This is an optimization exercise on Yosys and OpenROAD, whose aim is small area, a short achievable clock period and few clock cycles per item, not a production implementation. Only simulation tests tie the RTL to the original design; equivalence was not proved. Power figures rest on the tool's default switching activity, not on a simulated workload.

===== design/flow/config.mk =====
export PLATFORM = sky130hd
export DESIGN_NAME = slot_table_with_id_alloc_top
export DESIGN_NICKNAME = slot_table_with_id_alloc_top
export VERILOG_FILES = /design/flow/design.v
export SDC_FILE = /design/flow/constraint.sdc
export NUM_CORES = 4
export LEC_CHECK = 0
export CAP_MARGIN = 20
export CORE_MARGIN = 2
export CORE_UTILIZATION = 45
export SLEW_MARGIN = 20

===== design/flow/constraint.sdc =====
create_clock -name core_clock -period 5.0 [get_ports {aclk}]
set_input_delay 1.0000 -clock core_clock [delete_from_list [all_inputs] [get_ports {aclk}]]
set_output_delay 1.0000 -clock core_clock [all_outputs]
set_load 0.01 [all_outputs]

===== design/flow/design.v =====
package stia_pkg;
    localparam int DEF_MAX_SLOTS    = 64;
    localparam int DEF_IDENT_BITS   = 16;
    localparam int DEF_PAYLOAD_BITS = 64;
    localparam int CFG_W       = 7;
    localparam int CMD_W       = 3;
    localparam int KEY_W       = 16;
    localparam int PAY_W       = 64;
    localparam int IDX_OUT_W   = 6;
    localparam int ID_OUT_W    = 16;
    localparam int IN_TDATA_W  = 80;
    localparam int OUT_TDATA_W = 88;
    localparam logic [CFG_W-1:0] ACTIVE_RESET = 7'd64;
    localparam logic [CMD_W-1:0] CMD_CLEAR  = 3'd0;
    localparam logic [CMD_W-1:0] CMD_ADD    = 3'd1;
    localparam logic [CMD_W-1:0] CMD_REMOVE = 3'd2;
    localparam logic [CMD_W-1:0] CMD_MODIFY = 3'd3;
    localparam logic [CMD_W-1:0] CMD_FIND   = 3'd4;
    localparam logic [1:0] ST_IDLE = 2'd0;
    localparam logic [1:0] ST_SCAN = 2'd1;
    localparam logic [1:0] ST_DONE = 2'd2;
endpackage
module stia_store #(
    parameter int DEPTH  = 64,
    parameter int ID_W   = 16,
    parameter int DATA_W = 64
) (
    input  logic                     aclk,
    input  logic                     ident_we,
    input  logic                     data_we,
    input  logic [$clog2(DEPTH)-1:0] wr_addr,
    input  logic [ID_W-1:0]          wr_ident,
    input  logic [DATA_W-1:0]        wr_data,
    input  logic [$clog2(DEPTH)-1:0] rd_addr,
    output logic [ID_W-1:0]          rd_ident,
    output logic [DATA_W-1:0]        rd_data
);
    logic [ID_W-1:0]   ident_mem [DEPTH];
    logic [DATA_W-1:0] data_mem  [DEPTH];
    logic [ID_W-1:0]   rd_ident_reg;
    logic [DATA_W-1:0] rd_data_reg;
    always_ff @(posedge aclk) begin
        if (ident_we) begin
            ident_mem[wr_addr] <= wr_ident;
        end
        if (data_we) begin
            data_mem[wr_addr] <= wr_data;
        end
        rd_ident_reg <= ident_mem[rd_addr];
        rd_data_reg  <= data_mem[rd_addr];
    end
    assign rd_ident = rd_ident_reg;
    assign rd_data  = rd_data_reg;
endmodule
module slot_table_with_id_alloc_top #(
    parameter int MAX_SLOTS    = stia_pkg::DEF_MAX_SLOTS,
    parameter int IDENT_BITS   = stia_pkg::DEF_IDENT_BITS,
    parameter int PAYLOAD_BITS = stia_pkg::DEF_PAYLOAD_BITS
) (
    input  logic                               aclk,
    input  logic                               aresetn,
    input  logic                               cfg_wr_en,
    input  logic [stia_pkg::CFG_W-1:0]         cfg_wr_data,
    input  logic                               s_tvalid,
    output logic                               s_tready,
    input  logic [stia_pkg::IN_TDATA_W-1:0]    s_tdata,   
    input  logic [stia_pkg::CMD_W-1:0]         s_tuser,   
    output logic                               m_tvalid,
    input  logic                               m_tready,
    output logic [stia_pkg::OUT_TDATA_W-1:0]   m_tdata,   
    output logic                               m_tuser    
);
    localparam int IDX_W = $clog2(MAX_SLOTS);
    localparam int CNT_RAW = $clog2(MAX_SLOTS + 1);
    localparam int CNT_W   = (CNT_RAW > stia_pkg::CFG_W) ? CNT_RAW : stia_pkg::CFG_W;
    localparam logic [CNT_W-1:0] MAX_CNT = CNT_W'(MAX_SLOTS);
    logic [stia_pkg::CFG_W-1:0] active_reg;
    logic [CNT_W-1:0] active_ext;
    logic [CNT_W-1:0] live_cnt;
    logic [CNT_W-1:0] last_cnt;
    logic             live_any;
    always_ff @(posedge aclk) begin
        if (!aresetn) begin
            active_reg <= stia_pkg::ACTIVE_RESET;
        end else if (cfg_wr_en) begin
            active_reg <= cfg_wr_data;
        end
    end
    assign active_ext = CNT_W'(active_reg);
    assign live_cnt   = (active_ext > MAX_CNT) ? MAX_CNT : active_ext;
    assign live_any   = (live_cnt != '0);
    assign last_cnt   = live_cnt - CNT_W'(1);
    logic [1:0]             state_reg, state_next;
    logic [stia_pkg::CMD_W-1:0]       cmd_reg, cmd_next;
    logic [IDENT_BITS-1:0]  key_reg, key_next;
    logic [PAYLOAD_BITS-1:0] pay_reg, pay_next;
    logic [IDX_W-1:0]       addr_reg, addr_next;
    logic [IDX_W-1:0]       chk_reg, chk_next;
    logic                   chk_vld_reg, chk_vld_next;
    logic                   hit_reg, hit_next;
    logic [IDX_W-1:0]       hit_idx_reg, hit_idx_next;
    logic [PAYLOAD_BITS-1:0] hit_data_reg, hit_data_next;
    logic [IDENT_BITS-1:0]  next_ident_reg, next_ident_next;
    logic [MAX_SLOTS-1:0]   valid_reg, valid_next;
    logic                   out_vld_reg, out_vld_next;
    logic                   out_ok_reg, out_ok_next;
    logic [stia_pkg::IDX_OUT_W-1:0]   out_idx_reg, out_idx_next;
    logic [stia_pkg::ID_OUT_W-1:0]    out_id_reg, out_id_next;
    logic [stia_pkg::PAY_W-1:0]       out_pay_reg, out_pay_next;
    logic                    ident_we;
    logic                    data_we;
    logic [IDENT_BITS-1:0]   wr_ident;
    logic [PAYLOAD_BITS-1:0] wr_data;
    logic [IDENT_BITS-1:0]   rd_ident;
    logic [PAYLOAD_BITS-1:0] rd_data;
    logic [IDENT_BITS+stia_pkg::KEY_W-1:0]   key_wide;
    logic [IDENT_BITS+stia_pkg::ID_OUT_W-1:0] id_wide;
    logic [PAYLOAD_BITS+stia_pkg::PAY_W-1:0] pay_wide;
    logic [IDX_W+stia_pkg::IDX_OUT_W-1:0]    idx_wide;
    logic [IDENT_BITS-1:0]         id_res;
    logic [PAYLOAD_BITS-1:0]       pay_res;
    logic [IDENT_BITS-1:0]         ident_inc;
    logic s_fire;
    logic out_free;
    logic cmd_valid;
    logic chk_last;
    logic chk_hit;
    assign s_fire   = s_tvalid && s_tready;
    assign out_free = !out_vld_reg || m_tready;
    assign key_wide = {{IDENT_BITS{1'b0}}, s_tdata[stia_pkg::KEY_W-1:0]};
    assign ident_inc = next_ident_reg + IDENT_BITS'(1);
    assign chk_last = (CNT_W'(chk_reg) == last_cnt);
    always_comb begin
        case (s_tuser)
            stia_pkg::CMD_CLEAR, stia_pkg::CMD_ADD, stia_pkg::CMD_REMOVE, stia_pkg::CMD_MODIFY, stia_pkg::CMD_FIND: cmd_valid = 1'b1;
            default:                                              cmd_valid = 1'b0;
        endcase
    end
    always_comb begin
        case (cmd_reg)
            stia_pkg::CMD_ADD: chk_hit = !valid_reg[chk_reg];
            default: chk_hit = valid_reg[chk_reg] && (rd_ident == key_reg);
        endcase
    end
    always_comb begin
        case (cmd_reg)
            stia_pkg::CMD_ADD: begin
                id_res  = ident_inc;
                pay_res = pay_reg;
            end
            stia_pkg::CMD_MODIFY: begin
                id_res  = key_reg;
                pay_res = pay_reg;
            end
            default: begin
                id_res  = key_reg;
                pay_res = hit_data_reg;
            end
        endcase
    end
    assign id_wide  = {{stia_pkg::ID_OUT_W{1'b0}}, id_res};
    assign pay_wide = {{stia_pkg::PAY_W{1'b0}}, pay_res};
    assign idx_wide = {{stia_pkg::IDX_OUT_W{1'b0}}, hit_idx_reg};
    always_ff @(posedge aclk) begin
        if (!aresetn) begin
            state_reg      <= stia_pkg::ST_IDLE;
            chk_vld_reg    <= 1'b0;
            hit_reg        <= 1'b0;
            next_ident_reg <= '0;
            valid_reg      <= '0;
            out_vld_reg    <= 1'b0;
        end else begin
            state_reg      <= state_next;
            chk_vld_reg    <= chk_vld_next;
            hit_reg        <= hit_next;
            next_ident_reg <= next_ident_next;
            valid_reg      <= valid_next;
            out_vld_reg    <= out_vld_next;
        end
    end
    always_ff @(posedge aclk) begin
        cmd_reg      <= cmd_next;
        key_reg      <= key_next;
        pay_reg      <= pay_next;
        addr_reg     <= addr_next;
        chk_reg      <= chk_next;
        hit_idx_reg  <= hit_idx_next;
        hit_data_reg <= hit_data_next;
        out_ok_reg   <= out_ok_next;
        out_idx_reg  <= out_idx_next;
        out_id_reg   <= out_id_next;
        out_pay_reg  <= out_pay_next;
    end
    always_comb begin
        state_next      = state_reg;
        cmd_next        = cmd_reg;
        key_next        = key_reg;
        pay_next        = pay_reg;
        addr_next       = addr_reg;
        chk_next        = chk_reg;
        chk_vld_next    = chk_vld_reg;
        hit_next        = hit_reg;
        hit_idx_next    = hit_idx_reg;
        hit_data_next   = hit_data_reg;
        next_ident_next = next_ident_reg;
        valid_next      = valid_reg;
        out_vld_next    = out_vld_reg;
        out_ok_next     = out_ok_reg;
        out_idx_next    = out_idx_reg;
        out_id_next     = out_id_reg;
        out_pay_next    = out_pay_reg;
        ident_we        = 1'b0;
        data_we         = 1'b0;
        wr_ident        = ident_inc;
        wr_data         = pay_reg;
        s_tready        = 1'b0;
        if (out_vld_reg && m_tready) begin
            out_vld_next = 1'b0;
        end
        case (state_reg)
            stia_pkg::ST_IDLE: begin
                s_tready = 1'b1;
                if (s_fire) begin
                    cmd_next     = s_tuser;
                    key_next     = key_wide[IDENT_BITS-1:0];
                    pay_next     = s_tdata[stia_pkg::KEY_W +: PAYLOAD_BITS];
                    hit_next     = 1'b0;
                    hit_idx_next = '0;
                    addr_next    = '0;
                    chk_vld_next = 1'b0;
                    if (live_any && cmd_valid && (s_tuser != stia_pkg::CMD_CLEAR)) begin
                        state_next = stia_pkg::ST_SCAN;
                    end else begin
                        state_next = stia_pkg::ST_DONE;
                    end
                end
            end
            stia_pkg::ST_SCAN: begin
                chk_next     = addr_reg;
                chk_vld_next = 1'b1;
                if (CNT_W'(addr_reg) != last_cnt) begin
                    addr_next = addr_reg + IDX_W'(1);
                end
                if (chk_vld_reg) begin
                    if (chk_hit) begin
                        hit_next      = 1'b1;
                        hit_idx_next  = chk_reg;
                        hit_data_next = rd_data;
                        state_next    = stia_pkg::ST_DONE;
                        chk_vld_next  = 1'b0;
                    end else if (chk_last) begin
                        state_next   = stia_pkg::ST_DONE;
                        chk_vld_next = 1'b0;
                    end
                end
            end
            stia_pkg::ST_DONE: begin
                if (out_free) begin
                    state_next   = stia_pkg::ST_IDLE;
                    out_vld_next = 1'b1;
                    if (hit_reg) begin
                        out_ok_next  = 1'b1;
                        out_idx_next = idx_wide[stia_pkg::IDX_OUT_W-1:0];
                        out_id_next  = id_wide[stia_pkg::ID_OUT_W-1:0];
                        out_pay_next = pay_wide[stia_pkg::PAY_W-1:0];
                        case (cmd_reg)
                            stia_pkg::CMD_ADD: begin
                                valid_next[hit_idx_reg] = 1'b1;
                                next_ident_next         = ident_inc;
                                ident_we                = 1'b1;
                                data_we                 = 1'b1;
                            end
                            stia_pkg::CMD_REMOVE: begin
                                valid_next[hit_idx_reg] = 1'b0;
                            end
                            stia_pkg::CMD_MODIFY: begin
                                data_we = 1'b1;
                            end
                            default: begin
                            end
                        endcase
                    end else begin
                        out_ok_next  = live_any && (cmd_reg == stia_pkg::CMD_CLEAR);
                        out_idx_next = '0;
                        out_id_next  = '0;
                        out_pay_next = '0;
                        if (live_any && (cmd_reg == stia_pkg::CMD_CLEAR)) begin
                            for (int i = 0; i < MAX_SLOTS; i++) begin
                                if (CNT_W'(i) < live_cnt) begin
                                    valid_next[i] = 1'b0;
                                end
                            end
                        end
                    end
                end
            end
            default: begin
                state_next = stia_pkg::ST_IDLE;
            end
        endcase
    end
    stia_store #(
        .DEPTH  (MAX_SLOTS),
        .ID_W   (IDENT_BITS),
        .DATA_W (PAYLOAD_BITS)
    ) u_store (
        .aclk     (aclk),
        .ident_we (ident_we),
        .data_we  (data_we),
        .wr_addr  (hit_idx_reg),
        .wr_ident (wr_ident),
        .wr_data  (wr_data),
        .rd_addr  (addr_reg),
        .rd_ident (rd_ident),
        .rd_data  (rd_data)
    );
    assign m_tvalid = out_vld_reg;
    assign m_tuser  = out_ok_reg;
    assign m_tdata  = {2'b00, out_pay_reg, out_id_reg, out_idx_reg};
endmodule

===== design/flow/run.sh =====
#!/bin/bash
# synth_recipe.tcl (not shown) runs the flow's synth.tcl, then flattens the netlist and writes it again
# the make line also repeats each setting of config.mk as NAME=value (left out here)
make -C /OpenROAD-flow-scripts/flow DESIGN_CONFIG=/design/flow/config.mk WORK_HOME=/design/flow/orfs CLKGATE_MAP_FILE= SYNTH_SCRIPT=/design/flow/synth_recipe.tcl finish

==> out/summary.json <==
{
  "result_of_the_run": {"value": "timing/DRC/antenna clean"},
  "synth-xor-area-share": {"value": 0.00290},
  "finalSetupViolCount": {"value": 0},
  "count_of_pins_on_the_block_boundary": {"value": 186},
  "floorplan.die_area": {"value": 0.474, "unit": "mm²"},
  "async_flop_share": {"value": 0},
  "cts_buffers": {"value": 575},
  "drt_total_wl": {"value": 559000, "unit": "µm"},
  "nNetsFinal": {"value": 9752},
  "setup_ws": {"value": 1.06, "unit": "ns"},
  "globalRouteOverflowTotal": {"value": 0},
  "setup.worst_path.start_class": {"value": "flip-flop"},
  "ctsHtreeMaxLevel": {"value": 6},
  "wl_per_cell": {"value": 34.3, "unit": "µm"},
  "report.final.hold_viol_count": {"value": 0},
  "p_switching": {"value": 36.2, "unit": "mW"},
  "synthToLayoutAreaGrowth": {"value": 15.5, "unit": "%"},
  "critPathCaptureType": {"value": "flip-flop"},
  "critical_path.max_stage_delay": {"value": 0.62, "unit": "ns"},
  "max_flop_register": {"value": "u_store.data_mem"},
  "post-route-drc-count": {"value": 0},
  "timing.final.crit_share": {"value": 0.788},
  "synth.avg_cell_area": {"value": 23.8, "unit": "µm²"},
  "firstDrtPassIters": {"value": 5},
  "grt_setup_unrepaired": {"value": "no"},
  "synth-edff-count": {"value": 5372},
  "ctsHoldBuffers": {"value": 0},
  "ant_nets": {"value": 0},
  "share_clk_of_total_power": {"value": 0.327},
  "layout_top_registers": {"value": "u_store.data_mem: 4096 flops, u_store.ident_mem: 1024 flops"},
  "grt_max_degree": {"value": 84},
  "postSynth.topFlopCell": {"value": "sky130_fd_sc_hd__edfxtp_1"},
  "post_synthesis_sequential_area_ratio": {"value": 0.782},
  "syn-cell-area": {"value": 0.211, "unit": "mm²"},
  "post_drt_via_cell_ratio": {"value": 6.10},
  "synth.ff_latch_count": {"value": 5544},
  "std_cell_rows": {"value": 251},
  "core-area": {"value": 0.467, "unit": "mm²"},
  "synthesis.yosys.warnings": {"value": 2},
  "crit_path_max_fanout": {"value": 18},
  "max-clock-path-buffers": {"value": 4},
  "pwr-share-comb": {"value": 0.254},
  "largest_reg_flops": {"value": 4096},
  "maxClockFrequency": {"value": 0.254, "unit": "GHz"},
  "synth_adder_area_share": {"value": 0.000534},
  "cts_tree": {"value": "done"},
  "final_design_area_no_fill": {"value": 0.243, "unit": "mm²"},
  "cts_root_buffer": {"value": "sky130_fd_sc_hd__clkbuf_16"},
  "post_cts_resize_count": {"value": 0},
  "synthSimpleGateAreaFrac": {"value": 0.0140},
  "worst_ep_arrival_time": {"value": 4.66, "unit": "ns"},
  "crit_path_start": {"value": "chk_reg[1]$_DFFE_PP_"},
  "synth_compound_area_frac": {"value": 0.00991},
  "cp_num_buf_inv": {"value": 1},
  "globalRouteTotalUtil": {"value": 0.234},
  "synthCells": {"value": 8859},
  "critical_path.reg2reg.startpoint": {"value": "chk_reg[1]$_DFFE_PP_"},
  "ff2ff_setup_slack": {"value": 1.06, "unit": "ns"},
  "critPathRequiredTime": {"value": 5.72, "unit": "ns"},
  "critical_path.cell_chain": {"value": "nor2b_1 -> a22oi_1 -> nand4_1 -> o21ai_0 -> o21ai_0 -> a31oi_1 -> nor2_4 -> buf_4"},
  "place_ws": {"value": 0.379, "unit": "ns"},
  "worst_path_most_repeated_cell": {"value": "sky130_fd_sc_hd__o21ai_0"},
  "worst-setup-path-type": {"value": "flip-flop to flip-flop"},
  "tightest_slew": {"value": 1.14, "unit": "ns"},
  "initial_cell_density_of_the_core": {"value": 0.451},
  "holdPathStages": {"value": 0},
  "max_slew_margin": {"value": 0.239},
  "clkTransAtPathRegs": {"value": 0.06, "unit": "ns"},
  "timing.hold.worst.start": {"value": "u_store.rd_data_reg[22]$_DFF_P_"},
  "worstRegToRegCells": {"value": 8},
  "layout-drive-gt1-share": {"value": 0.305},
  "crit_path_top_delay_cell": {"value": "sky130_fd_sc_hd__nor2b_1"},
  "grt_pass1_vias": {"value": 101517},
  "synth.lib_cells_used.distinct": {"value": 65},
  "placement.io_buffers": {"value": 183},
  "power.share.switching": {"value": 0.284},
  "synth_top_family_by_area": {"value": "multiplexers"},
  "dieHeight": {"value": 688, "unit": "µm"},
  "power.ir.vdd_worst": {"value": 0.407, "unit": "mV"},
  "reg2reg_to": {"value": "hit_data_reg[33]$_DFFE_PP_"},
  "vias": {"value": 99491},
  "hold_end": {"value": "hit_data_reg[22]$_DFFE_PP_"},
  "final.min_clock_period": {"value": 3.94, "unit": "ns"},
  "holdCritPathClass": {"value": "flip-flop to flip-flop"},
  "post-dp-hpwl": {"value": 324000, "unit": "µm"},
  "die-width": {"value": 688, "unit": "µm"},
  "critPathTopFamily": {"value": "simple AND/OR/NAND/NOR gates"},
  "pwr-share-seq": {"value": 0.419},
  "grt_first_pass_wirelength": {"value": 785000, "unit": "µm"},
  "power.static_leakage": {"value": 75.9, "unit": "nW"},
  "gp_routability_congestion": {"value": 0.854},
  "internal_power": {"value": 91.4, "unit": "mW"},
  "cts.repair_timing.setup_buffer_count": {"value": 0},
  "register_area": {"value": 0.165, "unit": "mm²"},
  "clk_latency": {"value": 1.09, "unit": "ns"},
  "post_route_clock_skew": {"value": 0.0602, "unit": "ns"},
  "detail_route.iter0.violations": {"value": 12786},
  "multi_input_comb_area": {"value": 0.0448, "unit": "mm²"},
  "cts_sinks": {"value": 5544},
  "power_density": {"value": 524, "unit": "mW/mm²"},
  "timing_max_transition_violations_final": {"value": 0},
  "fill_cells": {"value": 35355},
  "max-cap-violations": {"value": 0},
  "synthMuxAreaShare": {"value": 0.182},
  "cp_num_cells": {"value": 8},
  "layout.cells.most_common_list": {"value": "sky130_fd_sc_hd__edfxtp_1 (5372), sky130_fd_sc_hd__mux4_2 (1680), sky130_fd_sc_hd__clkbuf_16 (585)"},
  "layout_commonest_cell": {"value": "sky130_fd_sc_hd__edfxtp_1"},
  "placement.cell_area": {"value": 0.225, "unit": "mm²"},
  "initial_antenna_violation_count": {"value": 31}
}
power groups by stage:
stage,combinational [mW],clock (mW),sequential [mW]
after detailed placement,32.8,0,54.5
after CTS,32.9,42.5,53.5
after global placement,32.5,0,54.5
after global routing,33.8,44.3,53.5
final,32.4,41.8,53.4
after floorplan,20.0,0,54.9
worst max-delay path by stage:
stage,end,slack [ns]
after floorplan,u_store.data_mem[46][0]$_DFFE_PP_,-0.15
after global placement,u_store.data_mem[57][46]$_DFFE_PP_,0.36
after detailed placement,u_store.data_mem[59][46]$_DFFE_PP_,0.38
after CTS,hit_data_reg[57]$_DFFE_PP_,1.19
after global routing,hit_data_reg[40]$_DFFE_PP_,1.03
final,hit_data_reg[33]$_DFFE_PP_,1.06
area by class of cell:
cell class,instances,share of cell area
diodes,6,0.0000617
clock buffers,738,0.0633
clock inverters,299,0.0119
inverters,14,0.000272
multi-input cells,2829,0.184
flip-flops and latches,5544,0.677
well taps,6198,0.0319
repair buffers,684,0.0318
cell usage after synthesis, types with 3 or more instances:
| cell type | number | area [µm²] |
|---|---|---|
| sky130_fd_sc_hd__o211ai_1 | 18 | 135 |
| sky130_fd_sc_hd__inv_1 | 12 | 45.0 |
| sky130_fd_sc_hd__nor2_1 | 271 | 1020 |
| sky130_fd_sc_hd__dfxtp_1 | 172 | 3440 |
| sky130_fd_sc_hd__nor3_1 | 51 | 255 |
| sky130_fd_sc_hd__ha_1 | 9 | 113 |
| sky130_fd_sc_hd__mux2i_1 | 43 | 430 |
| sky130_fd_sc_hd__a31oi_1 | 14 | 87.6 |
| sky130_fd_sc_hd__o221a_2 | 4 | 45.0 |
| sky130_fd_sc_hd__and3_1 | 8 | 50.1 |
| sky130_fd_sc_hd__xor2_1 | 32 | 280 |
| sky130_fd_sc_hd__buf_1 | 57 | 214 |
| sky130_fd_sc_hd__nand2b_1 | 11 | 68.8 |
| sky130_fd_sc_hd__a21oi_1 | 132 | 661 |
| sky130_fd_sc_hd__clkbuf_1 | 301 | 1130 |
| sky130_fd_sc_hd__o21ai_0 | 79 | 395 |
| sky130_fd_sc_hd__nor3b_1 | 3 | 22.5 |
| sky130_fd_sc_hd__nand3_1 | 38 | 190 |
| sky130_fd_sc_hd__nor4_1 | 5 | 31.3 |
| sky130_fd_sc_hd__nor2b_1 | 15 | 93.8 |
| sky130_fd_sc_hd__or4_1 | 6 | 45.0 |
| sky130_fd_sc_hd__a22oi_1 | 28 | 210 |
| sky130_fd_sc_hd__buf_4 | 4 | 30.0 |
| sky130_fd_sc_hd__a211o_1 | 4 | 35.0 |
| sky130_fd_sc_hd__edfxtp_1 | 5372 | 161000 |
| sky130_fd_sc_hd__or3_1 | 14 | 87.6 |
| sky130_fd_sc_hd__o21a_1 | 3 | 22.5 |
| sky130_fd_sc_hd__buf_2 | 109 | 546 |
| sky130_fd_sc_hd__o31ai_1 | 13 | 97.6 |
| sky130_fd_sc_hd__a21o_1 | 5 | 37.5 |
| sky130_fd_sc_hd__nand2_1 | 226 | 848 |
| sky130_fd_sc_hd__o41ai_1 | 11 | 96.3 |
| sky130_fd_sc_hd__mux4_2 | 1680 | 37800 |
| sky130_fd_sc_hd__a32oi_1 | 3 | 26.3 |
| sky130_fd_sc_hd__xnor2_1 | 36 | 315 |
| sky130_fd_sc_hd__nand4_1 | 10 | 62.6 |
| sky130_fd_sc_hd__a2bb2oi_1 | 3 | 26.3 |
| sky130_fd_sc_hd__and2_1 | 17 | 106 |
metrics by stage:
stage | hold WS, ns | std cells | total power, mW | TNS, ns | util
final | 0.392 | 16312 | 128 | 0 | 0.521
after global routing | 0.406 | 16307 | 132 | 0 | 0.521
after CTS | 0.386 | 16299 | 129 | 0 | 0.521
after detailed placement | 0.389 | 15262 | 87.3 | 0 | 0.482
after global placement | 0.390 | 15259 | 87.0 | 0 | 0.482
after floorplan | 0.386 | 8860 | 74.9 | -226.23 | -
worst register-to-register path, stage by stage, from the launching register on:
cell	delay, ns
sky130_fd_sc_hd__edfxtp_1	0.51
sky130_fd_sc_hd__nor2b_1	0.62
sky130_fd_sc_hd__a22oi_1	0.20
sky130_fd_sc_hd__nand4_1	0.15
sky130_fd_sc_hd__o21ai_0	0.19
sky130_fd_sc_hd__o21ai_0	0.43
sky130_fd_sc_hd__a31oi_1	0.34
sky130_fd_sc_hd__nor2_4	0.61
sky130_fd_sc_hd__buf_4	0.50
layer usage:
metal	routed length, µm	GRT usage	vias to the layer above	part of all wire
li1	-	-	39593	-
met1	224000	0.328	54645	0.40
met2	278000	0.390	4488	0.50
met3	42600	0.0356	765	0.076
met4	14200	0.0571	0	0.025
met5	0	0	-	0
logic make-up (layout without fill, tap and decap cells):
| family | Yosys count | after routing |
|---|---|---|
| buf+inv | 487 | 1735 |
| mux | 1723 | 1723 |
| xor+xnor | 69 | 69 |
| flops | 5544 | 5544 |
| fa+ha+maj | 9 | 9 |
| compound gates | 341 | 341 |
| simple gates | 685 | 685 |
| other cells | 1 | 8 |
Testbench counts, summed over its fixed seeds: cycles 267,787, items 8,000.

[port drivers added, routing unchanged]
The flow's constraints put no driver on any port. The routed layout listed below was extracted and timed again, unchanged, in two steps. Step 1 (the two cells are an assumption about what drives the block):
set clk [get_ports {aclk}]
set_driving_cell -lib_cell sky130_fd_sc_hd__clkbuf_16 $clk
set_driving_cell -lib_cell sky130_fd_sc_hd__buf_2 [delete_from_list [all_inputs] $clk]
Step 2 adds t to the input delays and takes it off the output delays; t is the mean of the earliest and latest rising clock arrival at the registers after step 1. Input paths then give back, and output paths get back, about the clock's delay inside the block. Slacks: ideal ports / drivers / drivers and shift; pairs: ideal ports / drivers.
t (ns): 1.163
setup slack, ns: 1.060 / 1.060 / 0.280
worst hold slack (ns): 0.392 / 0.390 / 0.392
latest minus earliest clock arrival (ns): 0.072 / 0.072
cell pins on the clock port's net: 1
After both steps this run still meets setup and hold. For this run, drivers alone change the setup slack by 0.000 ns; drivers and shift together by -0.780 ns.
